This is an optimization exercise on Yosys and OpenROAD, whose aim is small area and a short achievable clock period, not a production implementation. Function was checked by simulation only, so behaviour that the tests miss may differ from the original. No activity file was given, so power comes from the tool's default toggle rates.

===== flow/flow/run.sh =====
#!/bin/bash
# Own layout flow: the standard flow (standard.sh) with three changes.
#  1. The technology-mapping abc call of the standard synthesis script uses flow/map.abc,
#     an area-oriented mapping script, instead of ORFS's abc script. Everything else in
#     synthesis (registers, their names and cells, flattening, renaming) is the standard flow's own.
#  2. No half/full adder cell extraction: abc maps all combinational logic.
#  3. Port buffers are plain buf_1 cells rather than the delay cells buffer_ports picks.
# The make output goes to make_finish.log; ORFS keeps each tool's log under orfs/logs.
set -euo pipefail
WORK=$(pwd)
FLOWDIR=$(cd "$(dirname "${BASH_SOURCE[0]}")" && pwd)
export OWN_ABC_SCRIPT=$FLOWDIR/map.abc
{
  echo 'proc abc {args} {'
  echo '  set i [lsearch -exact $args -script]'
  echo '  if {$i >= 0} { lset args [expr {$i + 1}] $::env(OWN_ABC_SCRIPT) }'
  echo '  yosys abc {*}$args'
  echo '}'
  cat "$WORK/synth_recipe.tcl"
} > "$WORK/own_synth.tcl"
export CTS_ARGS="-sink_clustering_enable -repair_clock_nets -dont_use_dummy_load"
export BUFFER_PORTS_ARGS="-inputs -outputs -buffer_cell sky130_fd_sc_hd__buf_1"
bash standard.sh SYNTH_SCRIPT="$WORK/own_synth.tcl" ADDER_MAP_FILE= SETUP_SLACK_MARGIN=9.1 finish > make_finish.log 2>&1

===== flow/flow/map.abc =====
strash
dch
map -D 1100
topo

===== flow/standard.sh =====
#!/bin/bash
# synth_recipe.tcl (not shown) runs the flow's synth.tcl, then flattens the netlist and writes it again
# the make line also repeats each setting of config.mk as NAME=value (left out here)
make -C /OpenROAD-flow-scripts/flow DESIGN_CONFIG=/design/flow/config.mk WORK_HOME=/design/flow/orfs CLKGATE_MAP_FILE= SYNTH_SCRIPT=/design/flow/synth_recipe.tcl "${@:-finish}"

===== flow/config.mk =====
export PLATFORM = sky130hd
export DESIGN_NAME = pam4_link
export DESIGN_NICKNAME = pam4_link
export VERILOG_FILES = /design/flow/design.v
export SDC_FILE = /design/flow/constraint.sdc
export NUM_CORES = 4
export LEC_CHECK = 0
export CAP_MARGIN = 20
export CORE_AREA = 2.5 2.5 62.5 62.5
export DIE_AREA = 0 0 65 65
export SLEW_MARGIN = 20

===== flow/constraint.sdc =====
create_clock -name core_clock -period 13.0 [get_ports {clk}]
set_input_delay 2.6000 -clock core_clock [delete_from_list [all_inputs] [get_ports {clk}]]
set_output_delay 2.6000 -clock core_clock [all_outputs]
set_load 0.01 [all_outputs]

===== flow/design.v =====
package pam4_pkg;
    typedef logic [1:0] symbol_t;
    typedef logic signed [8-1:0] sample_t;
    typedef logic signed [6-1:0] noise_t;
endpackage
`timescale 1ns/100ps
module chan_comb (
    input  logic s0,
    input  logic s1,
    input  logic p0,
    input  logic p1,
    input  logic n0,
    input  logic n1,
    input  logic n2,
    input  logic n3,
    input  logic n4,
    input  logic n5,
    output logic x0,
    output logic x1,
    output logic x2,
    output logic x3,
    output logic x4,
    output logic x5,
    output logic x6,
    output logic x7
);
    logic new_n19, new_n20, new_n21, new_n22, new_n23, new_n24, new_n25, new_n26, new_n27, new_n28, new_n29, new_n30, new_n31, new_n32, new_n33, new_n35, new_n37, new_n39, new_n40, new_n41, new_n42, new_n43, new_n44, new_n45, new_n46, new_n48, new_n49, new_n50, new_n51, new_n52, new_n53, new_n55, new_n56, new_n57, new_n58, new_n59, new_n60, new_n61, new_n62, new_n63, new_n64, new_n65, new_n67, new_n68, new_n69, new_n70, new_n71, new_n72, new_n73, new_n74, new_n75, new_n76, new_n77, new_n78, new_n79, new_n80, new_n81, new_n82;
    assign new_n19 = ~n2 & ~n3;
    assign new_n20 = s0 & p1;
    assign new_n21 = s1 & ~n5;
    assign new_n22 = p0 & n4;
    assign new_n23 = new_n21 & new_n22;
    assign new_n24 = new_n20 & new_n23;
    assign new_n25 = ~new_n19 & new_n24;
    assign new_n26 = n2 & n3;
    assign new_n27 = ~s0 & ~p1;
    assign new_n28 = ~s1 & n5;
    assign new_n29 = ~p0 & ~n4;
    assign new_n30 = new_n28 & new_n29;
    assign new_n31 = new_n27 & new_n30;
    assign new_n32 = ~new_n26 & new_n31;
    assign new_n33 = n0 & ~new_n32;
    assign x0 = new_n25 | new_n33;
    assign new_n35 = n1 & ~new_n32;
    assign x1 = new_n25 | new_n35;
    assign new_n37 = n2 & ~new_n24;
    assign x2 = ~new_n31 & ~new_n37;
    assign new_n39 = ~p0 & ~new_n26;
    assign new_n40 = ~new_n31 & new_n39;
    assign new_n41 = ~new_n19 & new_n40;
    assign new_n42 = p0 & ~new_n19;
    assign new_n43 = ~new_n40 & ~new_n42;
    assign new_n44 = ~new_n24 & ~new_n43;
    assign new_n45 = ~new_n26 & new_n44;
    assign new_n46 = p0 & ~new_n45;
    assign x3 = new_n41 | new_n46;
    assign new_n48 = ~new_n20 & ~new_n27;
    assign new_n49 = ~n4 & ~new_n48;
    assign new_n50 = n4 & new_n48;
    assign new_n51 = ~new_n49 & ~new_n50;
    assign new_n52 = new_n43 & ~new_n51;
    assign new_n53 = new_n44 & new_n51;
    assign x4 = ~new_n52 & ~new_n53;
    assign new_n55 = ~new_n21 & ~new_n28;
    assign new_n56 = n4 & ~new_n39;
    assign new_n57 = ~new_n42 & ~new_n56;
    assign new_n58 = new_n55 & new_n57;
    assign new_n59 = ~new_n55 & ~new_n57;
    assign new_n60 = ~new_n58 & ~new_n59;
    assign new_n61 = new_n20 & x4;
    assign new_n62 = new_n27 & ~x4;
    assign new_n63 = ~new_n61 & ~new_n62;
    assign new_n64 = new_n60 & ~new_n63;
    assign new_n65 = ~new_n60 & new_n63;
    assign x5 = ~new_n64 & ~new_n65;
    assign new_n67 = ~s1 & ~new_n20;
    assign new_n68 = s1 & ~new_n27;
    assign new_n69 = ~new_n67 & ~new_n68;
    assign new_n70 = ~n5 & ~new_n39;
    assign new_n71 = n5 & ~new_n42;
    assign new_n72 = n4 & ~new_n71;
    assign new_n73 = ~new_n70 & ~new_n72;
    assign new_n74 = ~new_n69 & ~new_n73;
    assign new_n75 = s1 & ~new_n20;
    assign new_n76 = ~new_n27 & ~new_n75;
    assign new_n77 = new_n73 & new_n76;
    assign new_n78 = ~new_n74 & ~new_n77;
    assign new_n79 = ~x5 & ~new_n78;
    assign new_n80 = new_n69 & new_n73;
    assign new_n81 = new_n74 & new_n76;
    assign new_n82 = ~new_n80 & ~new_n81;
    assign x6 = new_n79 | ~new_n82;
    assign x7 = new_n67 | new_n80;
endmodule
module isi_channel (
    input  logic                clk,
    input  logic                rstn,
    input  logic                symbol_valid,
    input  pam4_pkg::symbol_t   symbol,
    input  pam4_pkg::noise_t    noise,
    output logic                sample_valid,
    output pam4_pkg::sample_t   sample_level
);
    pam4_pkg::symbol_t prev_symbol;
    pam4_pkg::sample_t level_sat;
    chan_comb i_chan_comb (
        .s0 (symbol[0]), .s1 (symbol[1]), .p0 (prev_symbol[0]), .p1 (prev_symbol[1]),
        .n0 (noise[0]), .n1 (noise[1]), .n2 (noise[2]), .n3 (noise[3]), .n4 (noise[4]), .n5 (noise[5]),
        .x0 (level_sat[0]), .x1 (level_sat[1]), .x2 (level_sat[2]), .x3 (level_sat[3]),
        .x4 (level_sat[4]), .x5 (level_sat[5]), .x6 (level_sat[6]), .x7 (level_sat[7])
    );
    always_ff @(posedge clk) begin
        sample_valid <= rstn & symbol_valid;
        if (!rstn) begin
            prev_symbol <= 2'd1;
        end else if (symbol_valid) begin
            prev_symbol <= symbol;
        end
    end
    always_ff @(posedge clk) begin
        if (symbol_valid) begin
            sample_level <= level_sat;
        end
    end
endmodule
`timescale 1ns/100ps
module dfe_comb (
    input  logic x0,
    input  logic x1,
    input  logic x2,
    input  logic x3,
    input  logic x4,
    input  logic x5,
    input  logic x6,
    input  logic x7,
    input  logic d0,
    input  logic d1,
    output logic y0,
    output logic y1
);
    logic new_n13, new_n14, new_n15, new_n16, new_n17, new_n18, new_n19, new_n20, new_n21, new_n22, new_n23, new_n24, new_n25, new_n26, new_n27, new_n28, new_n29, new_n30, new_n31, new_n32, new_n33, new_n34, new_n35, new_n36, new_n37, new_n38, new_n39, new_n40, new_n41, new_n42, new_n43, new_n44, new_n45, new_n47;
    assign new_n13 = ~x0 & ~x1;
    assign new_n14 = x2 & ~new_n13;
    assign new_n15 = ~x3 & d0;
    assign new_n16 = ~new_n14 & new_n15;
    assign new_n17 = ~x4 & new_n16;
    assign new_n18 = x5 & ~new_n17;
    assign new_n19 = x3 & new_n14;
    assign new_n20 = ~x4 & ~new_n19;
    assign new_n21 = ~d0 & ~new_n20;
    assign new_n22 = ~x6 & ~new_n21;
    assign new_n23 = ~new_n18 & new_n22;
    assign new_n24 = d1 & new_n23;
    assign new_n25 = ~d1 & ~new_n23;
    assign new_n26 = x4 & ~d0;
    assign new_n27 = new_n19 & new_n26;
    assign new_n28 = ~x6 & ~new_n27;
    assign new_n29 = x5 & ~new_n28;
    assign new_n30 = ~x4 & d0;
    assign new_n31 = x6 & ~new_n30;
    assign new_n32 = ~new_n16 & new_n31;
    assign new_n33 = ~new_n29 & ~new_n32;
    assign new_n34 = ~new_n25 & new_n33;
    assign new_n35 = ~new_n24 & new_n34;
    assign new_n36 = ~x7 & ~new_n35;
    assign new_n37 = x6 & ~new_n17;
    assign new_n38 = x5 & ~new_n22;
    assign new_n39 = ~new_n37 & ~new_n38;
    assign new_n40 = ~x5 & ~new_n27;
    assign new_n41 = new_n32 & ~new_n40;
    assign new_n42 = d1 & ~new_n41;
    assign new_n43 = ~d1 & new_n41;
    assign new_n44 = ~new_n42 & ~new_n43;
    assign new_n45 = ~new_n39 & new_n44;
    assign y0 = new_n36 | new_n45;
    assign new_n47 = x7 & ~new_n43;
    assign y1 = ~new_n24 & ~new_n47;
endmodule
module dfe_detector (
    input  logic                clk,
    input  logic                rstn,
    input  logic                sample_valid,
    input  pam4_pkg::sample_t   sample_level,
    output logic                decision_valid,
    output pam4_pkg::symbol_t   decision_symbol
);
    logic [1:0] dec;
    dfe_comb i_dfe_comb (
        .x0 (sample_level[0]), .x1 (sample_level[1]), .x2 (sample_level[2]), .x3 (sample_level[3]),
        .x4 (sample_level[4]), .x5 (sample_level[5]), .x6 (sample_level[6]), .x7 (sample_level[7]),
        .d0 (decision_symbol[0]), .d1 (decision_symbol[1]),
        .y0 (dec[0]), .y1 (dec[1])
    );
    always_ff @(posedge clk) begin
        decision_valid <= rstn & sample_valid;
        if (!rstn) begin
            decision_symbol <= 2'd1;
        end else if (sample_valid) begin
            decision_symbol <= dec;
        end
    end
endmodule
`timescale 1ns/100ps
module pam4_link (
    input  logic        clk,
    input  logic        rstn,
    input  logic        symbol_valid,
    input  logic [1:0]  symbol,
    input  logic [5:0]  noise,
    output logic        sample_valid,
    output logic [7:0]  sample_level,
    output logic        decision_valid,
    output logic [1:0]  decision_symbol
);
    isi_channel i_isi_channel (
        .clk          (clk),
        .rstn         (rstn),
        .symbol_valid (symbol_valid),
        .symbol       (symbol),
        .noise        (noise),
        .sample_valid (sample_valid),
        .sample_level (sample_level)
    );
    dfe_detector i_dfe_detector (
        .clk             (clk),
        .rstn            (rstn),
        .sample_valid    (sample_valid),
        .sample_level    (sample_level),
        .decision_valid  (decision_valid),
        .decision_symbol (decision_symbol)
    );
endmodule

==> results.txt, run 1 <==
- The depth of the CTS H-tree is 1.
- STA puts the critical path data arrival time at 3.87 ns.
- Final hold analysis gives a worst-case slack of 0.4962 ns.
- In the synthesized netlist the async set-or-reset flop fraction comes to 0%.
- The number of antenna violations at the first check in global routing is 0.
- Along the worst hold path, the cell count comes to 2.
- The y dimension of the die is 65 um.
- STA classifies the critical path endpoint as a register.
- The detail route stage leaves a number of antenna-violating nets equal to 0.
- The max-slew violation count came to 0.
- The smallest setup slack after layout is 9.139 ns.
- The share of layout cells above drive strength 1 is 16.06%.
- For this run, the leading register cell type out of synthesis is edfxtp_1.
- The number of placement rows is 21.
- After synthesis, the mean cell area works out to 7.539 sq um.
- The routed design could run at a clock period as short as 3.861 ns.
- The setup slack of the most critical reg-to-reg path is 11.11 ns.
- The total clock sinks is 14.
- Of all nets on the critical path, the largest fanout is 5.
- The setup TNS is 0 ns.
- The worst hold path terminates at i_dfe_detector.decision_valid.
- The number of vias after detailed routing is 797.
- The number of cells on the worst reg-to-reg path is 8.
- Global routing used 8.525% of the available tracks across all layers.
- The final RePlAce weighted congestion is 0.7447.
- Synthesis instantiated 23 different standard cells from the library.
- The floorplan step defined a die boundary enclosing 4225 sq um.
- The worst register-to-register path ends at i_dfe_detector.decision_symbol[0].
- After detailed routing, the total wire length is 1.738 mm.
- The length of routed wiring on met1 is 788 um.
- The area growth from synthesis to layout is 17.57%.
- The detailed router used layers up to and including met4.
- In this run the cell area measured after placement is 962.2 sq um.
- Data on the critical path is required at its endpoint by 13.01 ns.
- In this run the horizontal extent of the chip is 65 um.
- The setup-violating endpoint count in the final report is 0.
- The CTS buffer count is 3.
- Wire segments on met3 add up to 112 um in the final route.
- Global routing finished with a remaining overflow of 0.
- Counting both buffers and inverters, the worst setup path holds a total of 2.
- The core area is 3390 sq um.
- Setup repair after global routing left no endpoint under its margin.
- The kind of start point of the critical path is an input port.
- After filler insertion, the fill cell instance count of the layout stands at 372.
- The cell accounting for the most synthesized area is edfxtp_1.
- The commonest cells after synthesis are nand2_1, clkinv_1, a21oi_1, buf_4, nor2_1.
- Yosys mapped a number of flops with a built-in enable equal to 8.
- The number of hold violations in the final report was 0.
- The final critical-path share of the clock period is 29.70%.
- The first-pass GRT wire length is 2.787 mm.
- The startpoint of the lowest-slack hold path is i_isi_channel.sample_valid.
- The yosys synthesis warning count is 2.
- The run finished with no timing, DRC or antenna violations.
- The pre-antenna-repair detailed-routing pass consisted of 4 iterations.
- The worst-case headroom to the max-slew limit is 61.17%.
- Once the floorplan was initialized, standard cells occupied 26.47% of the core.
- Clock skew on the completed layout was measured at 0.003559 ns.
- The register bit count reported by yosys is 14.
- After routing the design area is 1055 sq um.
- After synthesis, the cell types taking the most area are edfxtp_1, dfxtp_1, nand2_1.
- The tree is rooted in a clkbuf_4.
- The worst-case IR drop observed on VDD is 23.02 uV.
- 0 antenna diodes ended up in the layout.
- The detailed route wirelength on metal2 is 823 um.
- Static timing analysis puts the maximum clock frequency at 259.0 MHz.
- In the routed design, unresolved DRC markers number 0.
- The analysis attributes to cell leakage a power of 0.3769 nW.
- When the netlist entered floorplanning its net count stood at 130.
- The gate count of the mapped netlist is 119.
- The netlist area before placement is 897.1 sq um.
- The dominant delay contributor by cell family on the critical path is simple AND/OR/NAND/NOR gates.
- For this design the top-level I/O count stands at 23.
- The number of hold buffers added after cts is 0.
- The cell occurring most often along the worst timing path is nand2_1.
- At the end of the flow, the number of nets in the layout was 150.
- Entering global routing, the biggest net connects 14 pins.
- The total area of multi-input combinational cells is 427.9 sq um.
- Prior to clock tree synthesis, the placed netlist has a worst setup slack of 8.739 ns.
- The ratio of total power to cell area is 100.8 nW/um^2.
- The longest clock path from root to sink contains 2 buffers.
- For this run, the share of the core covered by cells in the final layout is 31.12%.
- TritonCTS built the clock tree.
- The number of global-route vias before repair was 648.
- The number of buffers inserted by port buffering is 22.
- After clock tree synthesis, the clock-pin slew on the worst setup and hold paths is 0.08 ns.
- The most frequently used cell type in the post-synthesis netlist is nand2_1.
- The area fraction of the dominant cell type after synthesis is 26.78%.
- Walking the worst path, the cells encountered are buf_2 > clkinv_1 > nand2_1 > nor3_2 > nand2_1 > nand2_2 > a21oi_2 > nand2_1 > nand2_2 > nand2_1 > o211ai_1 > nand2_1 > o221ai_1.
- The clock insertion delay at the later pin of the skew report is 0.27 ns.
- The wire-length estimate of the detail-placed layout is 1.388 mm.
- The detailed router finished its first iteration with 24 violations.
- Registers take 360.3 sq um.
- The maximum cell stage delay along the critical path is 0.19 ns.
- Across the run, the number of max-cap violations was 0.
- The average routed wire per standard cell is 9.497 um.
- The critical setup path kind is in2reg.
- Among all stages on the critical path, the largest delay is contributed by nor3_2.
- Of the synthesized area, sequential elements account for 40.17%.
- The slew at the pin closest to its max-slew limit is 0.5824 ns.
- The critical register-to-register path startpoint is i_isi_channel.sample_level[1].
- In this run the worst hold path is classified as reg2reg.
- The vias per cell is 4.355.
## area by class of cell
type	instances	share of cell area (%)
clock buffers	3	2.135
inverters	20	7.355
multi-input cells	75	40.57
flip-flops and latches	14	34.16
well taps	46	5.457
repair buffers	25	10.32
## cells by family after synthesis
kind of cell | after synthesis | share of synthesized area, %
simple gates | 42 | 20.08
compound gates | 30 | 19.81
buf+inv | 30 | 16.74
flops | 14 | 40.17
xor+xnor | 2 | 1.953
mux | 1 | 1.255
## through the flow
step	std cells	total power [mW]
floorplan	119	0.07790
global placement	177	0.08227
detailed placement	177	0.08237
CTS	180	0.1059
global route	183	0.1142
finish	183	0.1063
## sequential cells by signal (all words and copies together), names as in the netlist
signal,flops
i_dfe_detector.decision_symbol,2
i_dfe_detector.decision_valid,1
i_isi_channel.prev_symbol,2
i_isi_channel.sample_level,8
i_isi_channel.sample_valid,1
## timing repair
action | CTS | global route
pin swaps | 0 | 2
setup endpoints to repair | 2 | 2
setup buffers | 0 | 3
gates resized for setup | 5 | 11
hold endpoints to repair | 0 | 0
## worst max-delay path by stage
stage	startpoint	end	slack [ns]	cells past startpoint
finish	symbol[1]	i_isi_channel.sample_level[6]	9.14	13
global route	symbol[1]	i_isi_channel.sample_level[6]	9.06	13
CTS	noise[4]	i_isi_channel.sample_level[6]	9.13	10
detailed placement	symbol[1]	i_isi_channel.sample_level[6]	8.74	13
global placement	symbol[1]	i_isi_channel.sample_level[6]	8.76	13
floorplan	noise[2]	i_isi_channel.sample_level[6]	9.13	5
## cell usage in the layout (no fill, tap or decap), types with 3 or more instances in the layout
cell type and count:
clkinv_1 19, a21oi_1 9, dfxtp_1 6, o21ai_0 7, clkbuf_4 3, nor2_1 8
or2_2 3, buf_1 19, nand2_2 3, o22ai_1 3, nand2_1 19, edfxtp_1 8
buf_4 3
## report_power, final
part / switching (mW) / internal [mW] / total (mW)
sequential: 0.00333 / 0.0515 / 0.0548
clock: 0.0122 / 0.0107 / 0.0229
combinational: 0.0172 / 0.0114 / 0.0286
total: 0.0327 / 0.0736 / 0.106
## worst register-to-register path, delay by kind of cell, from the launching register on
kind             cells  cell delay [ns]
AO/OA/AOI/OAI        4             0.73
AND/OR/NAND/NOR      4             0.68
flip-flops           1             0.38
## routing by layer
| metal | global-route usage [%] | vias up |
|---|---|---|
| met4 | 4.787 | 0 |
| li1 | - | 433 |
| met3 | 2.083 | 2 |
| met2 | 13.66 | 18 |
| met5 | 0 | - |
| met1 | 10.40 | 344 |
==> inputs of run 2 (changes only) <==
==> flow/flow/map.abc (replaced) <==
strash
dch
map -D 850
topo
==> results.txt, run 2 <==
- The flow ran to the end and the layout has no timing, DRC or antenna violations.
- The longest clock path from root to sink contains 2 buffers.
- The post-layout instance area is 1013 sq um.
- The portion of the post-synthesis area used by sequential elements is 39.51%.
- The first-pass GRT wire length is 2.877 mm.
- After synthesis the cells add up to 912.1 sq um.
- At the end of routability-driven placement, the weighted congestion stood at 0.7920.
- The type of the most critical hold path is reg2reg.
- The cell leakage power is 0.3675 nW.
- TritonCTS created 3 clock buffers.
- Leaving out fill and tap cells, the most frequent cell in the layout is buf_1.
- The synthesized design contains 8 enable-type register cells.
- The number of vias after detailed routing is 838.
- The final critical-path share of the clock period is 28.47%.
- Of the cells placed in the final design, the portion with a size suffix greater than 1 is 7.143%.
- The maximum number of pins on one net before global-route repair is 13.
- The cell area after placement is 977.2 sq um.
- The final critical-path required period is 3.701 ns.
- The core region is 3390 sq um.
- The number of DRC markers in iteration 0 is 34.
- The clock transition at the register clock pins on the worst setup and hold paths after CTS is 0.08 ns.
- The die is 65 um wide.
- Counting every net in the synthesized netlist gives 135.
- The register with the most flip-flops in the layout has 8 of them.
- The worst setup path is of the in2reg kind.
- Across the VDD grid, the largest voltage drop is 22.29 uV.
- The I/O pin count is 23.
- The synthesized netlist contains 21 unique library cells.
- For this design, the slowest cell found on the critical path is or2_2.
- The max-slew violation count came to 0.
- In the layout the commonest cells are buf_1, nand2_1, clkinv_1.
- The number of buffer and inverter stages on the critical path is 1.
- The largest single stage delay on the critical path is 0.33 ns.
- The total routing resource utilization after global routing is 8.766%.
- The total clock sinks is 14.
- Power spread over the standard cell area amounts to 103.4 nW/um^2.
- Among the stages of the critical path, the cell type that occurs most often is nand2_1.
- Counting flops per register, the top entry is i_isi_channel.sample_level.
- In the synthesized netlist the async set-or-reset flop fraction comes to 0%.
- The most frequently used cell type in the post-synthesis netlist is nand2_1.
- The share of the core filled with cells is 29.90%.
- Detailed placement ended at an HPWL of 1.480 mm.
- In this run the number of H-tree levels came out at 1.
- The critical path arrival is 3.72 ns.
- The vias per cell is 4.505.
- The fmax is 270.2 MHz.
- Between clock sinks in the finished design, the worst skew comes to 0.01201 ns.
- The total area of multi-input combinational cells is 417.9 sq um.
- The die footprint is 4225 sq um.
- The number of antenna cells inserted is 0.
- The area fraction of the dominant cell type after synthesis is 26.34%.
- In this run the worst path has a maximum fanout of 5.
- The number of hold buffers added after CTS was 0.
- Port buffering added 22 buffers.
- Walking the worst path, the cells encountered are clkbuf_2 > or2_2 > nand3_1 > nand2_1 > nand3_1 > nand2_1 > o211ai_1 > nand2_1.
- The number of global-route vias before repair is 703.
- The number of placement rows is 21.
- The number of fill cells is 373.
- Synthesis inferred 14 register bits.
- By area the synthesized netlist is led by edfxtp_1, dfxtp_1, nand2_1.
- The root buffer cell is clkbuf_4.
- The routed design has 1.742 mm of wire.
- For the pin with the worst max-slew slack, the measured transition is 0.5684 ns.
- STA classifies the critical path endpoint as a register.
- The predominant post-synthesis flop cell is edfxtp_1.
- The gate count of the mapped netlist is 124.
- For this run, design rule violations remaining after detail routing come to 0.
- The cell family contributing the most delay on the critical path is simple AND/OR/NAND/NOR gates.
- Counting instances in the post-synthesis netlist gives the leading cell types as nand2_1, clkinv_1, nor2_1, o21ai_0, buf_4.
- The clock insertion delay at the later pin of the skew report is 0.27 ns.
- TritonCTS built the clock tree.
- The required time of the critical path is 13.02 ns.
- Setup repair after global routing left no endpoint under its margin.
- The kind of start point of the critical path is an input port.
- The number of hold violations in the final report is 0.
- Dividing the detail-routed wire length by the instance count gives 9.366 um.
- Adding up every negative setup slack in the final design gives 0 ns.
- Setup violations remaining at the end of the flow were counted as 0.
- The y dimension of the die is 65 um.
- The area growth from synthesis to final layout is 11.11%.
- For this run the aggregate overflow at the end of global routing stands at 0.
- The number of maximum-capacitance violations is 0.
- In this run the remaining antenna-violating nets after routing total 0.
- The flip-flop and latch area is 360.3 sq um.
- The worst-case headroom to the max-slew limit is 62.10%.
- The mean area per synthesized cell is 7.356 sq um.
- The first detailed-routing pass took 4 iterations.
- The yosys synthesis warning count is 2.
- The cell accounting for the most synthesized area is edfxtp_1.
- The effective utilization at floorplan is 26.91%.
- The largest registers in the layout are i_isi_channel.sample_level x8, i_dfe_detector.decision_symbol x2, i_isi_channel.prev_symbol x2.
- The number of antenna violations at the first check in global routing is 0.
- The number of nets in the final layout is 153.
-- run 2: layout make-up --
cell class                      count  area share [%]
Tap cell                           46           5.679
Timing Repair Buffer               23           9.012
Sequential cell                    14           35.56
Clock buffer                        3           2.222
Multi-Input combinational cell     83           41.23
Inverter                           17           6.296
-- run 2: worst min-delay path, stage by stage (launching register included) --
cell and delay, ns:
dfxtp_1 0.34, clkinv_1 0.07, nor2_1 0.04
-- run 2: what timing repair did --
| item | 4_1_cts | 5_1_grt |
|---|---|---|
| buffers inserted | 0 | 1 |
| endpoints found under the setup margin | 0 | 2 |
| gates resized for setup | 0 | 5 |
-- run 2: kinds of logic after synthesis --
| family | after synthesis | share of synthesized area [%] |
|---|---|---|
| xor+xnor | 1 | 0.9604 |
| compound gates | 31 | 19.62 |
| simple gates | 51 | 24.69 |
| flops | 14 | 39.51 |
| buf+inv | 27 | 15.23 |
-- run 2: power breakdown --
part           total (mW)  internal [mW]  switching, mW
logic              0.0268         0.0102         0.0165
clock network      0.0231         0.0107         0.0124
registers          0.0550         0.0514        0.00354
total               0.105         0.0724         0.0324
-- run 2: per-stage QoR --
| stage | hold slack, ns | cells | power [mW] | setup slack (ns) |
|---|---|---|---|---|
| floorplan | 0.4919 | 124 | 0.07746 | 9.242 |
| CTS | 0.4818 | 185 | 0.1062 | 9.212 |
| detailed placement | 0.4689 | 182 | 0.08236 | 8.909 |
| global route | 0.5345 | 186 | 0.1132 | 9.110 |
| finish | 0.4787 | 186 | 0.1048 | 9.299 |
| global placement | 0.4712 | 182 | 0.08205 | 8.956 |
-- run 2: final timing paths --
check / startpoint / end / slack, ns / cells after the start
max: symbol[0] / i_isi_channel.sample_level[5] / 9.30 / 8
min: i_isi_channel.sample_valid / i_dfe_detector.decision_valid / 0.48 / 2
max reg2reg: i_isi_channel.prev_symbol[1] / i_isi_channel.sample_level[5] / 11.36 / 8
min reg2reg: i_isi_channel.sample_valid / i_dfe_detector.decision_valid / 0.48 / 2
-- run 2: routing by layer --
| layer | up-vias | track usage, % | wire length, um |
|---|---|---|---|
| met5 | - | 0 | 0 |
| met2 | 18 | 14.43 | 819 |
| met3 | 2 | 1.215 | 67 |
| met1 | 361 | 10.34 | 840 |
| li1 | 457 | - | - |
| met4 | 0 | 6.383 | 14 |
==> inputs of run 3 (changes only) <==
==> flow/flow/map.abc (replaced) <==
&get -n
&st
&dch -f
&nf -D 900 -R 100
&put
topo
==> results.txt, run 3 <==
- Averaged over all synthesized cells, the footprint is 8.538 sq um.
- For the finished layout, the period the worst path requires is 3.871 ns.
- The die covers 4225 sq um.
- Headroom to the max-slew limit came out at 62.96%.
- The root buffer cell is clkbuf_4.
- The ratio of total power to cell area is 103.7 nW/um^2.
- STA classifies the critical path endpoint as a register.
- nor2_1 is the most common cell in the netlist.
- After detailed routing, the number of vias per cell comes to 4.413.
- The clock insertion delay at the later pin of the skew report is 0.27 ns.
- Detailed placement finished with a half-perimeter wire length of 1.384 mm.
- Summing over every cut layer, the via total after detailed routing is 737.
- Yosys attributes the largest share of cell area to edfxtp_1, dfxtp_1, buf_4.
- The I/O pin count is 23.
- The area growth from synthesis to final layout is 21.55%.
- The endpoint of the most critical setup path is i_isi_channel.sample_level[6].
- Setup repair after global routing left no endpoint under its margin.
- Cells with a size suffix above 1 make up 16.53% of the layout.
- For this block, the routed nets add up to 1.763 mm of wire.
- The number of global-route vias before repair is 708.
- The register bit count reported by yosys is 14.
- The gate count of the mapped netlist is 102.
- The number of DRC violations after detailed routing is 0.
- The number of placement rows is 21.
- The first TritonRoute pass finished after 4 iterations.
- Of the available clock period, the critical path in the final layout requires 29.77%.
- The critical path crosses 10 cells after its start point.
- The number of antenna violations at the first check in global routing is 0.
- In this run, synthesis inferred 8 flip-flops with an integrated enable.
- The largest fanout on the critical path is 4.
- In this run, distinct cell masters in the synthesized netlist total 27.
- The worst setup path is launched from an input port.
- The cell at the slowest stage of the critical path is and2_1.
- The CTS buffer count is 3.
- The run finished with no timing, DRC or antenna violations.
- The tightest min-delay check is of the reg2reg type.
- The start point of the critical path is symbol[0].
- After synthesis, the most frequently instantiated cells are nor2_1, buf_4, nand2_1, o21ai_0, a21oi_1.
- Summed over its instances, the top area cell type makes up 27.59% of the synthesized netlist area.
- Sequential cells account for 51.6% of the total power.
- The number of DRC markers in iteration 0 is 5.
- The clock transition at the register clock pins on the worst setup and hold paths after CTS is 0.08 ns.
- The number of maximum-capacitance violations is 0.
- In this run the register-to-register setup slack is 11.06 ns.
- The congestion estimate from routability-driven global placement came to 0.8139.
- After synthesis, flip-flops and latches occupy 41.38% of the total area.
- The endpoint identified for the worst register-to-register timing path is i_dfe_detector.decision_symbol[0].
- The top cell types in the final layout, fill and taps aside, are buf_1, nand2_1, nor2_1.
- The critical register-to-register path startpoint is i_isi_channel.sample_level[1].
- STA puts the critical path data arrival time at 3.90 ns.
- The clock network burns 20.8% of the power.
- For this run, the leading register cell type out of synthesis is edfxtp_1.
- The setup TNS is 0 ns.
- The number of hold violations in the final report is 0.
- The post-route clock skew is 0.01085 ns.
- Global routing used 8.861% of the available tracks across all layers.
- The number of fill cells is 348.
- The cell occurring most often along the worst timing path is o21ai_2.
- In this run, post-CTS hold repair placed 0 buffers.
- Counting both buffers and inverters, the worst setup path holds a total of 1.
- Setup violations remaining at the end of the flow were counted as 0.
- The cell accounting for the most synthesized area is edfxtp_1.
- The worst setup path is of the in2reg kind.
- The internal power contribution is 0.07620 mW.
- The clock tree buffer depth is 2.
- The number of nets with antenna violations after detailed routing is 0.
- The slew at the pin closest to its max-slew limit is 0.5556 ns.
- The clock drives 14 sinks.
- Dividing the detail-routed wire length by the instance count gives 10.56 um.
- In this run the number of H-tree levels came out at 1.
- The TritonCTS clock tree is done.
- Measured in cells, the most critical reg-to-reg path has a length of 9.
- Summed over all nets, the switching power comes to 0.03355 mW.
- The synthesized netlist occupies a cell area of 870.8 sq um.
- In the final layout, the registers with the most flip-flops are i_isi_channel.sample_level x8, i_dfe_detector.decision_symbol x2, i_isi_channel.prev_symbol x2.
- The share of synthesized flip-flops with an asynchronous set or reset is 0%.
- The core region is 3390 sq um.
- The register name with the most flops is i_isi_channel.sample_level.
- The dominant delay contributor by cell family on the critical path is simple AND/OR/NAND/NOR gates.
- Traced cell by cell, the critical path runs through clkbuf_2 > and2_1 > nor2_2 > xor2_2 > o21ai_1 > o21ai_2 > nand2_1 > o21ai_2 > xnor2_2 > o211ai_1.
- The required time of the critical path is 13.03 ns.
- Across the VDD grid, the largest voltage drop is 26.04 uV.
- Synthesis produced a netlist with a net count of 113.
- Net switching is 30.57% of the power.
- On the worst path, the slowest cell contributes a delay of 0.19 ns.
- The yosys synthesis warning count is 2.
- Leaving out fill and tap cells, the most frequent cell in the layout is buf_1.
- The cell leakage power is 0.3909 nW.
- The repair_antennas step left the layout with diodes totalling 0.
- The y dimension of the die is 65 um.
- The number of flip-flops in the largest register is 8.
- The width of the die is 65 um.
- Based on the critical path, the design can be clocked at up to 258.4 MHz.
- The maximum number of pins on one net before global-route repair is 13.
- The max-slew violation count is 0.
- The total overflow left after global routing is 0.
- The startpoint of the lowest-slack hold path is i_isi_channel.sample_valid.
- The first-pass GRT wire length is 2.808 mm.
- The share of the core filled with cells is 31.23%.
- The share of total power dissipated in combinational logic is 27.7%.
- The effective utilization at floorplan is 25.69%.
- In the final design database the tool counted 134 nets.
- The number of buffers inserted by port buffering is 22.
==> run 3: cell count changes in the layout (fill, tap and decap cells not counted), moves of 4 or more <==
cell / delta
nor2_1: -4
o21ai_0: -5
nand3_1: -7
clkinv_1: -12
nor2b_1: +4
nand2_1: -10
==> run 3: logic make-up (layout without fill, tap and decap cells) <==
group           Yosys count  in the layout  share of synthesized area (%)
compound gates           29             29                          19.83
xor+xnor                  4              4                          4.024
buf+inv                  15             34                          10.78
flops                    14             14                          41.38
mux                       3              3                          3.448
simple gates             37             37                          20.55
==> run 3: worst min path at each step <==
| stage | to | depth (start not counted) |
|---|---|---|
| 6_report | i_dfe_detector.decision_valid | 1 |
| 5_1_grt | i_dfe_detector.decision_valid | 1 |
| 4_1_cts | i_isi_channel.prev_symbol[1] | 2 |
| 3_5_place_dp | i_isi_channel.prev_symbol[1] | 2 |
| 3_3_place_gp | i_isi_channel.prev_symbol[1] | 2 |
| 2_1_floorplan | i_isi_channel.prev_symbol[1] | 2 |
==> run 3: routing by layer <==
metal | wire, um | vias up | global-route usage, %
li1 | - | 391 | -
met1 | 705 | 325 | 8.271
met2 | 929 | 17 | 16.75
met3 | 85 | 4 | 1.389
met4 | 42 | 0 | 7.181
met5 | 0 | - | 0
==> run 3: through the flow <==
stage | hold WS [ns] | instance area (sq um) | setup slack, ns | instances | total power, mW
finish | 0.5463 | 1059 | 9.129 | 167 | 0.1097
global route | 0.5709 | 1059 | 9.038 | 167 | 0.1169
CTS | 0.5352 | 1005 | 9.101 | 165 | 0.1079
detailed placement | 0.5124 | 944.7 | 8.693 | 160 | 0.08346
global placement | 0.4867 | 944.7 | 8.807 | 160 | 0.08221
floorplan | 0.4736 | 879.6 | 9.047 | 102 | 0.07896
==> run 3: final cells by class <==
type / instances / area (sq um) / share of cell area [%]
tap: 46 / 57.56 / 5.437
sequential: 14 / 360.3 / 34.04
timing repair buffer: 26 / 127.6 / 12.06
inverter: 5 / 18.77 / 1.773
clock buffer: 3 / 22.52 / 2.128
multi-input combinational: 73 / 471.7 / 44.56
==> run 3: power groups by stage <==
stage	Clock (mW)	Sequential (mW)	Combinational, mW
4_1_cts	0.0241	0.0563	0.0275
3_3_place_gp	0	0.0570	0.0253
2_1_floorplan	0	0.0564	0.0226
6_report	0.0228	0.0566	0.0303
3_5_place_dp	0	0.0573	0.0261
5_1_grt	0.0260	0.0572	0.0337
==> run 3: what timing repair did <==
item / CTS / global route
gates resized for setup: 10 / 10
endpoints found under the setup margin: 1 / 1
cloned: 0 / 0
pin swaps: 6 / 7
setup buffers: 2 / 2
==> inputs of run 4 (changes only) <==
==> flow/flow/map.abc (replaced) <==
&get -n
&st
&dch
&nf -D 900
&put
topo
==> results.txt, run 4 <==
- The flow ran to the end and the layout has no timing, DRC or antenna violations.
- The total half-perimeter wirelength after legalization and detailed placement is 1.501 mm.
- Dividing the detail-routed wire length by the instance count gives 11.93 um.
- In the final layout, the registers with the most flip-flops are i_isi_channel.sample_level x8, i_dfe_detector.decision_symbol x2, i_isi_channel.prev_symbol x2.
- Overall power consumption after layout is estimated at 0.1121 mW.
- The number of antenna violations at the first check in global routing is 0.
- The total routing resource utilization after global routing is 9.224%.
- Measured against its own limit, the worst slew margin works out to 58.76%.
- The number of vias after detailed routing is 843.
- By instance count, the leading cell after synthesis is nand2_1.
- The iteration count of the initial detailed-routing pass is 4.
- The maximum cell stage delay along the critical path is 0.38 ns.
- For this run, the top clock speed supported by timing is 246.8 MHz.
- The first global-routing pass estimated 3.029 mm of wire.
- In this run the mean area of a mapped cell was 8.603 sq um.
- TritonCTS built the clock tree.
- The number of nets in the final layout is 139.
- Yosys printed 2 warnings.
- The critical register-to-register path startpoint is i_isi_channel.prev_symbol[0].
- The post-route clock skew is 0.01540 ns.
- The number of buffer and inverter stages on the critical path is 2.
- The y dimension of the die is 65 um.
- The predominant post-synthesis flop cell is edfxtp_1.
- For the final routed database, the setup TNS stands at 0 ns.
- The share of layout cells above drive strength 1 is 22.22%.
- The region available for standard cell placement spans 3390 sq um.
- The final RePlAce weighted congestion is 0.8286.
- The number of hold buffers added after cts is 0.
- The slowest stage of the critical path belongs to the cell or3_4.
- For this design the static power due to leakage is 0.4172 nW.
- The CTS buffer count is 3.
- In the routed design, unresolved DRC markers number 0.
- Leaving out fill and tap cells, the most frequent cells in the layout are buf_1, nand2_1, o21ai_0.
- The I/O pin count is 23.
- i_isi_channel.sample_level holds more flip-flops than any other register.
- Summing every instance area after synthesis gives 903.4 sq um.
- The required time of the critical path is 13.03 ns.
- The gate count of the mapped netlist is 105.
- The root buffer cell chosen for the clock tree is clkbuf_4.
- Traced cell by cell, the critical path runs through buf_6 > a21oi_4 > o41ai_4 > buf_4 > and3_4 > or3_4 > and3_4 > or2_0.
- CTS saw 14 sinks.
- The worst setup path is captured at a register.
- The worst-case IR drop observed on VDD is 24.90 uV.
- Across the whole layout, storage elements account for 360.3 sq um.
- The startpoint of the lowest-slack hold path is i_isi_channel.sample_valid.
- The type of the most critical hold path is reg2reg.
- The number of fill cells is 341.
- The worst hold slack after final layout is 0.5334 ns.
- The final critical-path required period is 4.052 ns.
- The final wirelength is 2.052 mm.
- Counting cells, the worst reg-to-reg path comes to 7.
- The capture endpoint of the worst hold path is i_dfe_detector.decision_valid.
- The setup-violating endpoint count in the final report is 0.
- Dividing total power by cell area gives a power density of 96.15 nW/um^2.
- The area fraction of the dominant cell type after synthesis is 26.59%.
- Once detail routing completed, the nets flagged for antenna violations numbered 0.
- Clock-pin slew was measured on the worst setup and hold paths at 0.08 ns.
- The dominant delay contributor by cell family on the critical path is simple AND/OR/NAND/NOR gates.
- The max-slew violation count is 0.
- The initial utilization of the core area, before any placement, comes to 26.65%.
- edfxtp_1 takes more of the synthesized area than any other cell.
- The number of hold violations in the final report is 0.
- Entering global routing, the biggest net connects 13 pins.
- Measured along the x axis, the die boundary spans 65 um.
- The final critical path takes up 31.17% of the cycle.
- The number of global-route vias before repair is 729.
- Counting every net in the synthesized netlist gives 116.
- The number of maximum-capacitance violations is 0.
- The register bit count reported by yosys is 14.
- In this run, distinct cell masters in the synthesized netlist total 34.
- Of all nets on the critical path, the largest fanout is 4.
- The portion of the post-synthesis area used by sequential elements is 39.89%.
- STA classifies the critical path startpoint as an input port.
- The number of cells on the worst hold path is 1.
- The die covers 4225 sq um.
- The cell occurring most often along the worst timing path is and3_4.
- Ranked by instance count, the synthesized netlist is headed by nand2_1, o21ai_0, buf_4, a21oi_1, edfxtp_1.
- Setup repair after global routing could not meet its margin everywhere.
- In this run the number of H-tree levels came out at 1.
- The number of antenna diodes in the final layout is 0.
- The destination of the worst register-to-register timing path is i_isi_channel.sample_level[5].
- The initialized floorplan defines 21 standard-cell rows.
- The clock insertion delay at the later pin of the skew report is 0.27 ns.
- The area growth from synthesis to final layout is 29.09%.
- The number of DRC markers in iteration 0 is 23.
- The number of synthesized flops with an enable pin is 8.
- By startpoint and endpoint, the worst setup path is classified as in2reg.
- The register with the most flip-flops in the layout has 8 of them.
- The start point of the critical path is noise[3].
- After synthesis, the cell types taking the most area are edfxtp_1, dfxtp_1, buf_4.
- Leaving out fill and tap cells, the most frequent cell in the layout is buf_1.
- At the pin with the least slew margin, the transition time is 0.6186 ns.
- In this run the deepest clock path goes through 2 buffers.
- For the worst setup path, the data arrival time is 4.08 ns.
- The share of synthesized flip-flops with an asynchronous set or reset is 0%.
- In this run the tool buffered the top-level ports with 22 buffer cells.
- The total overflow left after global routing is 0.
- The setup slack of the most critical reg-to-reg path is 10.90 ns.
- The total area of multi-input combinational cells is 543.0 sq um.
- The vias per cell is 4.901.
-- run 4: cells by family after synthesis --
| logic type | share of synthesized area (%) |
|---|---|
| simple gates | 21.19 |
| buf+inv | 9.972 |
| compound gates | 24.93 |
| mux | 1.108 |
| xor+xnor | 2.909 |
| flops | 39.89 |
-- run 4: layout make-up --
| cell class | count | area share [%] |
|---|---|---|
| Sequential cell | 14 | 30.90 |
| Clock buffer | 3 | 1.931 |
| Timing Repair Buffer | 28 | 14.38 |
| Tap cell | 46 | 4.936 |
| Inverter | 4 | 1.288 |
| Multi-Input combinational cell | 77 | 46.57 |
-- run 4: worst register-to-register path: cells and delay by family (launching register included) --
| kind | cells | cell delay, ns |
|---|---|---|
| compound gates | 2 | 0.35 |
| buf+inv | 1 | 0.17 |
| flops | 1 | 0.44 |
| simple gates | 4 | 0.90 |
-- run 4: timing repair --
item | CTS | global route
pin swaps | 8 | 7
gates cloned | 0 | 0
gates resized for setup | 7 | 23
buffers inserted | 4 | 2
endpoints found under the setup margin | 2 | 2
-- run 4: metrics by stage --
step | worst slack [ns] | utilization (%) | cells | cell area, sq um
2_1_floorplan | 8.783 | - | 105 | 940.9
3_3_place_gp | 8.546 | 29.68 | 163 | 1006
3_5_place_dp | 8.467 | 29.68 | 163 | 1006
4_1_cts | 8.919 | 31.64 | 170 | 1072
5_1_grt | 8.934 | 34.40 | 172 | 1166
6_report | 8.948 | 34.40 | 172 | 1166
-- run 4: where the power goes --
group	internal [mW]	switching (mW)
Clock	0.0107	0.0116
Combinational	0.0165	0.0175
Sequential	0.0514	0.00434
Total	0.0786	0.0335
-- run 4: metal layers --
metal,vias up,GRT usage [%],wire length [um]
met5,-,0,0
met4,0,6.915,42
met3,4,1.215,70
met2,23,14.82,1046
met1,396,11.16,893
li1,420,-,-
-- run 4: worst max path at each step --
stage	endpoint	slack, ns	cells past startpoint
after global routing	i_isi_channel.sample_level[6]	8.93	8
after floorplan	i_isi_channel.sample_level[6]	8.78	6
after CTS	i_isi_channel.sample_level[5]	8.92	7
after detailed placement	i_isi_channel.sample_level[6]	8.47	7
after global placement	i_isi_channel.sample_level[6]	8.55	7
final	i_isi_channel.sample_level[5]	8.95	8
==> inputs of run 5 (changes only) <==
==> flow/flow/map.abc (replaced) <==
strash
dch
map -D 900
topo
==> results.txt, run 5 <==
- The largest total area in the synthesized netlist belongs to edfxtp_1.
- The number of hold violations in the final report was 0.
- The share of the Yosys chip area taken by registers is 39.89%.
- The number of antenna violations at the first check in global routing is 0.
- The area growth from synthesis to final layout is 10.80%.
- In the final layout, the registers with the most flip-flops are i_isi_channel.sample_level x8, i_dfe_detector.decision_symbol x2, i_isi_channel.prev_symbol x2.
- The average routed wire per standard cell is 9.432 um.
- The internal power contribution is 0.07222 mW.
- In this run the post-CTS setup repair buffer count came out at 0.
- The clock tree buffer depth is 2.
- Summed over all cells, the static leakage comes to 0.3519 nW.
- The final critical-path required period is 3.732 ns.
- The flip-flop and latch area is 360.3 sq um.
- The average instance in the mapped netlist occupies 7.405 sq um.
- After synthesis, the most frequently instantiated cells are clkinv_1, nand2_1, o21ai_0, nor2_1, buf_4.
- The synthesized netlist net count is 133.
- After the first detailed-routing iteration, the DRC count stood at 31.
- The register with the most flip-flops in the final layout is i_isi_channel.sample_level.
- The placed instances occupy a cell area of 968.4 sq um.
- Once detail routing completed, the nets flagged for antenna violations numbered 0.
- The global-route congestion overflow total is 0.
- In the routed layout, each cell is associated on average with a via count of 4.492.
- The pre-CTS worst setup slack is 8.828 ns.
- Data on the critical path arrives at its endpoint at 3.77 ns.
- The number of global-route vias before repair was 709.
- The routed layout has 822 vias.
- For the worst setup path, the data required time is 13.03 ns.
- The CTS buffer count is 3.
- The analysis attributes to net switching a power of 0.03213 mW.
- Buffers placed on the I/O ports in this run total 22.
- The overall power of the completed layout is 0.1044 mW.
- The max-slew violation count was 0.
- Counting flops with an async set or reset pin after synthesis yields a share of 0%.
- The width of the die is 65 um.
- The post-route clock skew is 0.01409 ns.
- The effective utilization at floorplan is 26.65%.
- The number of antenna cells inserted is 0.
- For this run, design rule violations remaining after detail routing come to 0.
- Among all flip-flop cells after synthesis, the most frequent one is edfxtp_1.
- The logic gate share of total power is 25.7%.
- The I/O pin count is 23.
- The endpoint kind of the worst setup timing path is a register.
- The first TritonRoute pass finished after 4 iterations.
- The first global-routing pass estimated 2.787 mm of wire.
- The die footprint is 4225 sq um.
- Along the worst hold path, the cell count comes to 2.
- The net count of the finished layout is 150.
- The TritonCTS clock tree is done.
- The depth of the CTS H-tree is 1.
- At the end of routability-driven placement, the weighted congestion stood at 0.7672.
- The number of flip-flops in the largest register is 8.
- Synthesis inferred 14 register bits.
- The filler cells instantiated in the layout total 379.
- The total area of multi-input combinational cells is 402.9 sq um.
- The final wirelength is 1.726 mm.
- The region available for standard cell placement spans 3390 sq um.
- The floorplan has 21 rows.
- Max-cap violations in this run came to 0.
- Clock-pin slew was measured on the worst setup and hold paths at 0.08 ns.
- Setup violations remaining at the end of the flow were counted as 0.
- With fillers left out, the area of the finished cells amounts to 1001 sq um.
- The number of cells on the worst reg-to-reg path is 8.
- The number of synthesized flops with an enable pin is 8.
- In the layout the commonest cells are buf_1, clkinv_1, nand2_1.
- The share of power burned in registers is 52.4%.
- The final critical-path share of the clock period is 28.71%.
- The area fraction of the dominant cell type after synthesis is 26.59%.
- The slew at the pin closest to its max-slew limit is 0.5713 ns.
- Once detailed placement completed, the half-perimeter wirelength came to 1.460 mm.
- Setup slack closes at 9.268 ns.
- The kind of start point of the critical path is an input port.
- The maximum number of pins on one net before global-route repair is 13.
- The root buffer cell is clkbuf_4.
- The most frequently used cell type in the post-synthesis netlist is clkinv_1.
- During synthesis, Yosys emitted a total of 2 warnings.
- Summed over all failing endpoints, the final setup total negative slack is 0 ns.
- Clock tree synthesis found a total of 14 sinks.
- The clock insertion delay at the later pin of the skew report is 0.28 ns.
- The type of the most critical hold path is reg2reg.
- The gate count of the mapped netlist is 122.
- Setup repair after global routing left no endpoint under its margin.
- For this design the ratio of total power to cell area is 104.3 nW/um^2.
- The total routing resource utilization after global routing is 8.452%.
- Sorting the synthesized cells by area gives the leading types as edfxtp_1, dfxtp_1, buf_4.
- Of the total power, the share spent switching nets is 30.79%.
- The fmax is 268.0 MHz.
- The y dimension of the die is 65 um.
- The netlist area before placement is 903.4 sq um.
- Cells with a size suffix above 1 make up 4.380% of the layout.
- In this run the worst path has a maximum fanout of 5.
- After synthesis, the netlist uses 20 different library cells.
- Of the total power, the clock network draws 21.9%.
- The worst-case headroom to the max-slew limit is 61.91%.
- The flow ran to the end and the layout has no timing, DRC or antenna violations.
- The most frequent standard cell in the layout excluding fill and tap cells is buf_1.
- The worst-case IR drop observed on VDD is 28.55 uV.
- The worst setup path is of the in2reg kind.
run 5: cells by family (layout without fill, tap and decap cells):
family          count (synthesis)  in the layout  synth area share [%]
xor+xnor                        1              1                0.9697
flops                          14             14                 39.89
compound gates                 34             34                 21.88
simple gates                   43             43                 20.64
buf+inv                        30             45                 16.62
run 5: critical path, stage by stage:
cell      delay, ns
buf_1          0.13
nor2_4         0.17
nand4_1        0.13
nand2_1        0.13
nand2_1        0.07
nand3_1        0.08
nand2_1        0.12
nand2_1        0.09
o211ai_1       0.09
nand2_1        0.09
o21ai_0        0.07
run 5: final timing paths:
kind                                               startpoint                                 to  slack (ns)
worst max-delay path                                symbol[0]      i_isi_channel.sample_level[6]        9.27
worst min register to register     i_isi_channel.sample_valid      i_dfe_detector.decision_valid        0.48
worst max register to register  i_isi_channel.sample_level[1]  i_dfe_detector.decision_symbol[0]       11.25
worst min-delay path               i_isi_channel.sample_valid      i_dfe_detector.decision_valid        0.48
run 5: timing repair:
item                       in CTS  in global routing
hold buffers                    0                  0
setup endpoints to repair       0                  2
resized for setup               0                  5
run 5: through the flow:
stage | util [%] | std cells | hold slack, ns
6_report | 29.53 | 183 | 0.4825
3_3_place_gp | 28.57 | 180 | 0.4723
3_5_place_dp | 28.57 | 180 | 0.4703
5_1_grt | 29.53 | 183 | 0.5227
4_1_cts | 29.24 | 183 | 0.4826
2_1_floorplan | - | 122 | 0.4919
run 5: power by group through the flow:
stage | registers [mW] | clock network [mW] | logic (mW)
final | 0.0547 | 0.0228 | 0.0268
after global routing | 0.0554 | 0.0261 | 0.0307
after CTS | 0.0547 | 0.0243 | 0.0267
after detailed placement | 0.0557 | 0 | 0.0266
after global placement | 0.0557 | 0 | 0.0262
after floorplan | 0.0548 | 0 | 0.0225
run 5: layer usage:
layer	vias up	global-route usage (%)	part of all wire, %	wire, um
li1	443	-	-	-
met1	353	9.861	44	766
met2	22	14.30	48	823
met3	4	1.736	6.0	103
met4	0	4.787	1.9	33
met5	-	0	0	0
run 5: final cells by class:
class | count | share of cell area [%]
Sequential cell | 14 | 36.00
Inverter | 20 | 7.500
Multi-Input combinational cell | 78 | 40.25
Tap cell | 46 | 5.750
Timing Repair Buffer | 22 | 8.250
Clock buffer | 3 | 2.250
==> inputs of run 6 (changes only) <==
--- a/flow/flow/run.sh
+++ b/flow/flow/run.sh
@@ -19,5 +19,6 @@
   cat "$WORK/synth_recipe.tcl"
 } > "$WORK/own_synth.tcl"
 export CTS_ARGS="-sink_clustering_enable -repair_clock_nets -dont_use_dummy_load"
+export POST_GLOBAL_PLACE_TCL=$FLOWDIR/inbuf.tcl
 export BUFFER_PORTS_ARGS="-inputs -outputs -buffer_cell sky130_fd_sc_hd__buf_1"
-bash standard.sh SYNTH_SCRIPT="$WORK/own_synth.tcl" ADDER_MAP_FILE= SETUP_SLACK_MARGIN=9.1 finish > make_finish.log 2>&1
+bash standard.sh SYNTH_SCRIPT="$WORK/own_synth.tcl" ADDER_MAP_FILE= finish > make_finish.log 2>&1
==> flow/flow/inbuf.tcl (new file) <==
# Input port buffers: buf_2 instead of buf_1 (they drive several gates each).
foreach inst [[ord::get_db_block] getInsts] {
  set name [$inst getName]
  if {[string match "input*" $name] && [[$inst getMaster] getName] eq "sky130_fd_sc_hd__buf_1"} {
    replace_cell [get_cells $name] sky130_fd_sc_hd__buf_2
  }
}
==> results.txt, run 6 <==
- In this run, post-CTS repair resized a total of 0 instances.
- The synthesized netlist net count is 133.
- The fmax is 257.3 MHz.
- Summed over all failing endpoints, the final setup total negative slack is 0 ns.
- Global routing used 8.309% of the available tracks across all layers.
- Data on the critical path is required at its endpoint by 13.02 ns.
- The peak supply drop is 24.12 uV.
- The count of nets left with antenna violations once routing finished came out at 0.
- The cell accounting for the most synthesized area is edfxtp_1.
- The top cell types in the final layout, fill and taps aside, are clkinv_1, nand2_1, o21ai_0.
- Once the clock tree was built, the setup fixing pass inserted 0 buffers.
- The cell leakage power is 0.3776 nW.
- The largest registers in the layout are i_isi_channel.sample_level x8, i_dfe_detector.decision_symbol x2, i_isi_channel.prev_symbol x2.
- In this run the worst path has a maximum fanout of 5.
- After filler insertion, the fill cell instance count of the layout stands at 365.
- Yosys mapped a number of flops with a built-in enable equal to 8.
- The clock passes through at most 2 buffers.
- The type of the most critical hold path is reg2reg.
- The startpoint identified for the worst hold timing path is i_isi_channel.sample_valid.
- Among all cell types in the netlist, the one instantiated most often is clkinv_1.
- Summed over all layers, the global routing overflow is 0.
- The number of antenna cells inserted is 0.
- The final critical-path share of the clock period is 29.89%.
- Data on the critical path arrives at its endpoint at 3.91 ns.
- The worst hold path was traced through 2 stages.
- Of the post-synthesis cell area, the dominant cell type holds 26.59%.
- The met1 track demand over resource is 9.979%.
- The number of standard cells in the final layout excluding fillers is 183.
- In this run the count of I/O pins placed on the die edge is 23.
- Clock-pin slew was measured on the worst setup and hold paths at 0.08 ns.
- The CTS buffer count is 3.
- The destination of the worst register-to-register timing path is i_isi_channel.sample_level[6].
- The worst pin sits at a relative slew slack of 69.59%.
- Wires add up to 1.745 mm.
- The predominant post-synthesis flop cell is edfxtp_1.
- By area the synthesized netlist is led by edfxtp_1, dfxtp_1, buf_4.
- For the pin with the worst max-slew slack, the measured transition is 0.4514 ns.
- Measured in cells, the most critical reg-to-reg path has a length of 10.
- After global routing, the most crowded layer is met2.
- The die is 65 um tall.
- The number of antenna violations at the first check in global routing was 0.
- The number of DRC violations after detailed routing is 0.
- The root buffer cell is clkbuf_4.
- The number of global-route vias before repair came to 678.
- The unique cell type count in the Yosys netlist is 20.
- Each instance of the synthesized netlist takes up on average 7.405 sq um.
- The critical register-to-register path startpoint is i_isi_channel.prev_symbol[1].
- After detailed routing, the number of vias per cell comes to 4.426.
- Global routing consumed, on the met3 layer, 1.563% of the routing resources.
- Setup repair after global routing left no endpoint under its margin.
- The width of the die is 65 um.
- Leaving out fill and tap cells, the most frequent cell in the layout is clkinv_1.
- From synthesis to final layout, the design area changed by 11.08%.
- The number of cells in the design after placement is 180.
- The number of placement rows is 21.
- The met2 demand-to-capacity share in global routing is 14.56%.
- Synthesis produced 122 cells.
- The portion of the post-synthesis area used by sequential elements is 39.89%.
- The number of vias after detailed routing is 810.
- The core area is 3390 sq um.
- By count the netlist is led by clkinv_1, nand2_1, o21ai_0, nor2_1, buf_4.
- The clock reaches the later pin of the worst-skew pair after 0.27 ns.
- After legalization and detailed placement, the total HPWL measured 1.474 mm.
- Ranked by flip-flop count, first place goes to i_isi_channel.sample_level.
- The post-route clock skew is 0.01225 ns.
- STA classifies the critical path endpoint as a register.
- The detailed router finished its first iteration with 32 violations.
- The total clock sinks is 14.
- The netlist area before placement is 903.4 sq um.
- For this design the ratio of total power to cell area is 103.4 nW/um^2.
- The flow ran to the end and the layout has no timing, DRC or antenna violations.
- The kind of start point of the critical path is an input port.
- The register bit count reported by yosys is 14.
- In the final routed layout, each cell accounts on average for 9.536 um.
- The share of layout cells above drive strength 1 is 10.22%.
- The effective utilization at floorplan is 26.65%.
- The number of buffers inserted by port buffering is 22.
- TritonCTS built the clock tree.
- The worst hold slack after final layout is 0.4835 ns.
- Before antenna repair, the detailed router went through 4 iterations.
- The number of hold violations in the final report is 0.
- For hold timing, the worst endpoint is i_dfe_detector.decision_valid.
- At the end of the flow, the number of nets in the layout was 150.
- The critical setup path kind is in2reg.
- The depth of the CTS H-tree is 1.
- Buffers inserted to repair hold after CTS numbered 0.
- The die footprint is 4225 sq um.
- Across the run, the number of max-cap violations was 0.
- The maximum number of pins on one net before global-route repair is 13.
- The final critical-path required period is 3.886 ns.
- Counting flops with an async set or reset pin after synthesis yields a share of 0%.
- The max-slew violation count is 0.
- The yosys synthesis warning count is 2.
- Setup violations remaining at the end of the flow were counted as 0.
- For flop-to-flop paths, the worst setup slack is 11.24 ns.
- The register with the most flip-flops in the layout has 8 of them.
- The first global-routing pass estimated 2.794 mm of wire.
[run 6: cell counts after synthesis]
Identical to the previous run, type by type.
[run 6: worst max path at each step]
| stage | startpoint | end | slack, ns |
|---|---|---|---|
| CTS | symbol[0] | i_isi_channel.sample_level[6] | 9.12 |
| global placement | symbol[0] | i_isi_channel.sample_level[6] | 8.90 |
| detailed placement | symbol[0] | i_isi_channel.sample_level[6] | 8.83 |
| finish | symbol[0] | i_isi_channel.sample_level[6] | 9.11 |
| global route | symbol[0] | i_isi_channel.sample_level[6] | 8.94 |
| floorplan | symbol[0] | i_isi_channel.sample_level[6] | 9.18 |
[run 6: where the power goes]
| group | internal (mW) | total (mW) | switching (mW) |
|---|---|---|---|
| sequential | 0.0514 | 0.0546 | 0.00326 |
| clock | 0.0107 | 0.0221 | 0.0114 |
| combinational | 0.0103 | 0.0270 | 0.0167 |
| total | 0.0724 | 0.104 | 0.0314 |
[run 6: cells by family after synthesis]
family          synth area share, %
simple gates                  20.64
compound gates                21.88
buf+inv                       16.62
flops                         39.89
xor+xnor                     0.9697
[run 6: routing by layer]
layer | routed length [um] | share of wire [%]
met4 | 14 | 0.80
met1 | 831 | 48
met5 | 0 | 0
met2 | 807 | 46
met3 | 92 | 5.3
[run 6: area by class of cell]
class / instances / area (sq um) / area share (%)
well taps: 46 / 57.56 / 5.736
repair buffers: 22 / 95.09 / 9.476
clock buffers: 3 / 22.52 / 2.244
inverters: 20 / 75.07 / 7.481
multi-input cells: 78 / 392.9 / 39.15
flip-flops and latches: 14 / 360.3 / 35.91
[run 6: per-stage QoR]
step                      setup WS (ns)  cell area [sq um]  power, mW  utilization (%)
after floorplan                   9.182              903.4    0.07739                -
after global placement            8.904              968.4    0.08187            28.57
after detailed placement          8.829              980.9    0.08292            28.94
after CTS                         9.125               1003     0.1055            29.60
after global routing              8.939               1003     0.1114            29.60
final                             9.114               1003     0.1038            29.60
[run 6: critical path, stage by stage]
cell and delay, ns:
buf_2 0.11, nor2_1 0.25, nand4_1 0.19, nand2_1 0.13, nand2_1 0.07, nand3_1 0.09
nand2_1 0.13, nand2_1 0.09, o211ai_1 0.09, nand2_1 0.09, o21ai_0 0.06
==> inputs of run 7 (changes only) <==
==> flow/flow/run.sh (replaced) <==
#!/bin/bash
# Own layout flow: the standard flow (standard.sh), run whole, with these changes.
#  1. Synthesis is the standard script (synth_recipe.tcl) except for its technology-mapping
#     abc call, which runs flow/map.abc (strash; dch; map -D 900) instead of ORFS's abc script.
#     Registers, their names and cells, flattening and renaming are the standard synthesis's.
#  2. No half/full adder cell extraction (ADDER_MAP_FILE empty): abc maps all the logic.
#  3. Port buffers are buf_1 cells rather than the delay cells buffer_ports picks by default.
#  4. CTS without dummy loads (-dont_use_dummy_load); otherwise ORFS's default CTS arguments.
#  5. repair_timing aims for a setup margin of 9.1 ns (SETUP_SLACK_MARGIN), so it also sizes
#     up the few gates on the slowest input-to-register paths. The SDC and clock period are
#     the standard flow's, unchanged.
# The make output goes to make_finish.log; ORFS keeps each tool's own log under orfs/logs.
set -euo pipefail
WORK=$(pwd)
FLOWDIR=$(cd "$(dirname "${BASH_SOURCE[0]}")" && pwd)
export OWN_ABC_SCRIPT=$FLOWDIR/map.abc
{
  echo 'proc abc {args} {'
  echo '  set i [lsearch -exact $args -script]'
  echo '  if {$i >= 0} { lset args [expr {$i + 1}] $::env(OWN_ABC_SCRIPT) }'
  echo '  yosys abc {*}$args'
  echo '}'
  cat "$WORK/synth_recipe.tcl"
} > "$WORK/own_synth.tcl"
export CTS_ARGS="-sink_clustering_enable -repair_clock_nets -dont_use_dummy_load"
export BUFFER_PORTS_ARGS="-inputs -outputs -buffer_cell sky130_fd_sc_hd__buf_1"
bash standard.sh SYNTH_SCRIPT="$WORK/own_synth.tcl" ADDER_MAP_FILE= SETUP_SLACK_MARGIN=9.04 finish > make_finish.log 2>&1
removed: flow/flow/inbuf.tcl
==> results.txt, run 7 <==
- The CTS buffer count is 3.
- The largest registers in the layout are i_isi_channel.sample_level x8, i_dfe_detector.decision_symbol x2, i_isi_channel.prev_symbol x2.
- The share of synthesized flip-flops with an asynchronous set or reset is 0%.
- The endpoint kind of the worst setup timing path is a register.
- In the routed layout, each cell is associated on average with a via count of 4.464.
- Synthesis handed over a netlist of 122 instances.
- The clock insertion delay at the later pin of the skew report is 0.28 ns.
- The critical path is of the in2reg type.
- The final wirelength is 1.718 mm.
- The core area is 3390 sq um.
- The number of placement rows is 21.
- The number of flip-flops in the largest register is 8.
- The mean area per synthesized cell is 7.405 sq um.
- TritonCTS built the clock tree.
- In the layout the commonest cells are buf_1, clkinv_1, nand2_1.
- The register name with the most flops is i_isi_channel.sample_level.
- Setup repair after global routing left no endpoint under its margin.
- The register bit count reported by yosys is 14.
- The post-route clock skew is 0.01541 ns.
- The number of DRC violations after detailed routing is 0.
- The die covers 4225 sq um.
- The max-slew violation count is 0.
- The number of vias after detailed routing is 817.
- For this run the aggregate overflow at the end of global routing stands at 0.
- The post-layout instance area is 993.5 sq um.
- The most frequently used cell type in the post-synthesis netlist is clkinv_1.
- During synthesis, Yosys emitted a total of 2 warnings.
- In the final timing run, aggregate negative setup slack is 0 ns.
- The start point of the critical path is noise[2].
- The portion of the post-synthesis area used by sequential elements is 39.89%.
- Once layout is complete, the utilization of the core stands at 29.31%.
- The total area of multi-input combinational cells is 395.4 sq um.
- The first-pass GRT wire length is 2.787 mm.
- The number of hold violations in the final report is 0.
- The type of the most critical hold path is reg2reg.
- In this run the worst path has a maximum fanout of 6.
- The run finished with no timing, DRC or antenna violations.
- In this run the biggest area consumer among cell types represents 26.59% of the synthesized area.
- In this run, synthesis inferred 8 flip-flops with an integrated enable.
- Setup violations remaining at the end of the flow were counted as 0.
- Across every metal layer, demand over resource in global routing totals 8.452%.
- The critical register-to-register path startpoint is i_isi_channel.sample_level[1].
- The number of nets in the final layout is 150.
- The number of buffers inserted by port buffering is 22.
- Of all cell types, the one taking the most synthesized area is edfxtp_1.
- Data arrives at the worst endpoint at 3.92 ns.
- In this run the cell area of the synthesized design comes to 903.4 sq um.
- In the finished design, the share of the clock period the worst path needs comes to 29.14%.
- CTS built an H-tree with a depth of 1.
- The kind of start point of the critical path is an input port.
- The clock passes through at most 2 buffers.
- The number of fill cells is 378.
- The total clock sinks is 14.
- Measured against its own limit, the worst slew margin works out to 61.74%.
- The synthesized netlist net count is 133.
- The share of layout cells above drive strength 1 is 3.650%.
- After synthesis, the most frequently instantiated cells are clkinv_1, nand2_1, o21ai_0, nor2_1, buf_4.
- Pin placement for this block handled 23 I/O pins.
- The root buffer cell is clkbuf_4.
- The setup slack of the most critical reg-to-reg path is 11.25 ns.
- The repair_antennas step left the layout with diodes totalling 0.
- The pre-CTS worst setup slack is 8.828 ns.
- At the pin with the least slew margin, the transition time is 0.5738 ns.
- The worst hold path begins at i_isi_channel.sample_valid.
- The number of DRC markers in iteration 0 is 34.
- Yosys mapped the design onto 20 distinct sky130hd cell types.
- The clock transition at the register clock pins on the worst setup and hold paths after CTS is 0.08 ns.
- The predominant post-synthesis flop cell is edfxtp_1.
- The area growth from synthesis to final layout is 9.972%.
- The y dimension of the die is 65 um.
- Across the VDD grid, the largest voltage drop is 27.50 uV.
- The number of antenna violations at the first check in global routing is 0.
- The total half-perimeter wirelength after legalization and detailed placement is 1.460 mm.
- The number of global-route vias before repair is 709.
- The placed instances occupy a cell area of 968.4 sq um.
- Summed over all cells, the static leakage comes to 0.3502 nW.
- The flip-flop and latch area is 360.3 sq um.
- The ratio of total power to cell area is 104.8 nW/um^2.
- Entering global routing, the biggest net connects 13 pins.
- The detail route stage leaves a number of antenna-violating nets equal to 0.
- In the post-route analysis, the smallest setup slack over all paths is 9.212 ns.
- By area the synthesized netlist is led by edfxtp_1, dfxtp_1, buf_4.
- The number of maximum-capacitance violations is 0.
- The final RePlAce weighted congestion is 0.7672.
- From left edge to right edge, the die measures 65 um.
- In the final routed layout, each cell accounts on average for 9.388 um.
- Before antenna repair, the detailed router went through 4 iterations.
- The fmax is 264.0 MHz.
- The required time of the critical path is 13.13 ns.
- Leaving out fill and tap cells, the most frequent cell in the layout is buf_1.
- The worst path needs 3.788 ns of the cycle, external delays included.
- The effective utilization at floorplan is 26.65%.
[run 7: changes by cell type in the layout (fill, tap and decap cells not counted)]
| cell | previous run | this run |
|---|---|---|
| o21ai_1 | 0 | 1 |
| buf_2 | 10 | 0 |
| nor2_2 | 0 | 1 |
| o21ai_0 | 14 | 13 |
| nor2_1 | 11 | 10 |
| buf_1 | 12 | 22 |
[run 7: per-stage QoR]
stage          cells  hold slack, ns  power [mW]
5_1_grt          183          0.5227      0.1118
3_5_place_dp     180          0.4703     0.08230
6_report         183          0.4831      0.1041
3_3_place_gp     180          0.4723     0.08187
2_1_floorplan    122          0.4919     0.07739
4_1_cts          183          0.4826      0.1056
[run 7: cell families (layout without fill, tap and decap cells)]
group / count (synthesis) / in the layout / synth area share [%]
simple gates: 43 / 43 / 20.64
compound gates: 34 / 34 / 21.88
flops: 14 / 14 / 39.89
buf+inv: 30 / 45 / 16.62
xor+xnor: 1 / 1 / 0.9697
[run 7: final timing paths]
check,to,depth (start not counted)
worst min-delay path,i_dfe_detector.decision_valid,2
worst max-delay path,i_isi_channel.sample_level[6],8
worst max register to register,i_dfe_detector.decision_symbol[0],8
worst min register to register,i_dfe_detector.decision_valid,2
[run 7: final cells by class]
type	count	share of cell area [%]
tap	46	5.793
multi-input combinational	78	39.80
clock buffer	3	2.267
timing repair buffer	22	8.312
inverter	20	7.557
sequential	14	36.27
[run 7: metal layers]
| layer | up-vias | wire, um | global-route usage (%) |
|---|---|---|---|
| li1 | 443 | - | - |
| met1 | 348 | 772 | 9.861 |
| met2 | 22 | 808 | 14.30 |
| met3 | 4 | 104 | 1.736 |
| met4 | 0 | 33 | 4.787 |
| met5 | - | 0 | 0 |
[run 7: what timing repair did]
item	in CTS	in global routing
hold endpoints to repair	0	0
endpoints found under the setup margin	0	2
resized for setup	0	2
setup buffers	0	0
hold buffers	0	0
[run 7: worst max-delay path, cell delays in order]
cell	delay, ns
buf_1	0.13
o21ai_0	0.38
a21oi_1	0.14
xor2_1	0.23
clkinv_1	0.11
o211ai_1	0.11
nand2_1	0.09
o21ai_0	0.13
[run 7: report_power, final]
group | leakage, nW | switching (mW) | total, mW | internal, mW
combinational | 0.208 | 0.0166 | 0.0266 | 0.00996
sequential | 0.128 | 0.00319 | 0.0546 | 0.0514
clock | 0.0138 | 0.0122 | 0.0229 | 0.0107

Check on run 7: ideal ports give 9.212 ns setup slack; a clkbuf_16 on the clock port and buf_2 on the inputs give 9.208 ns; moving port delays by the midpoint clock arrival (0.289 ns) as well gives 8.919 ns.
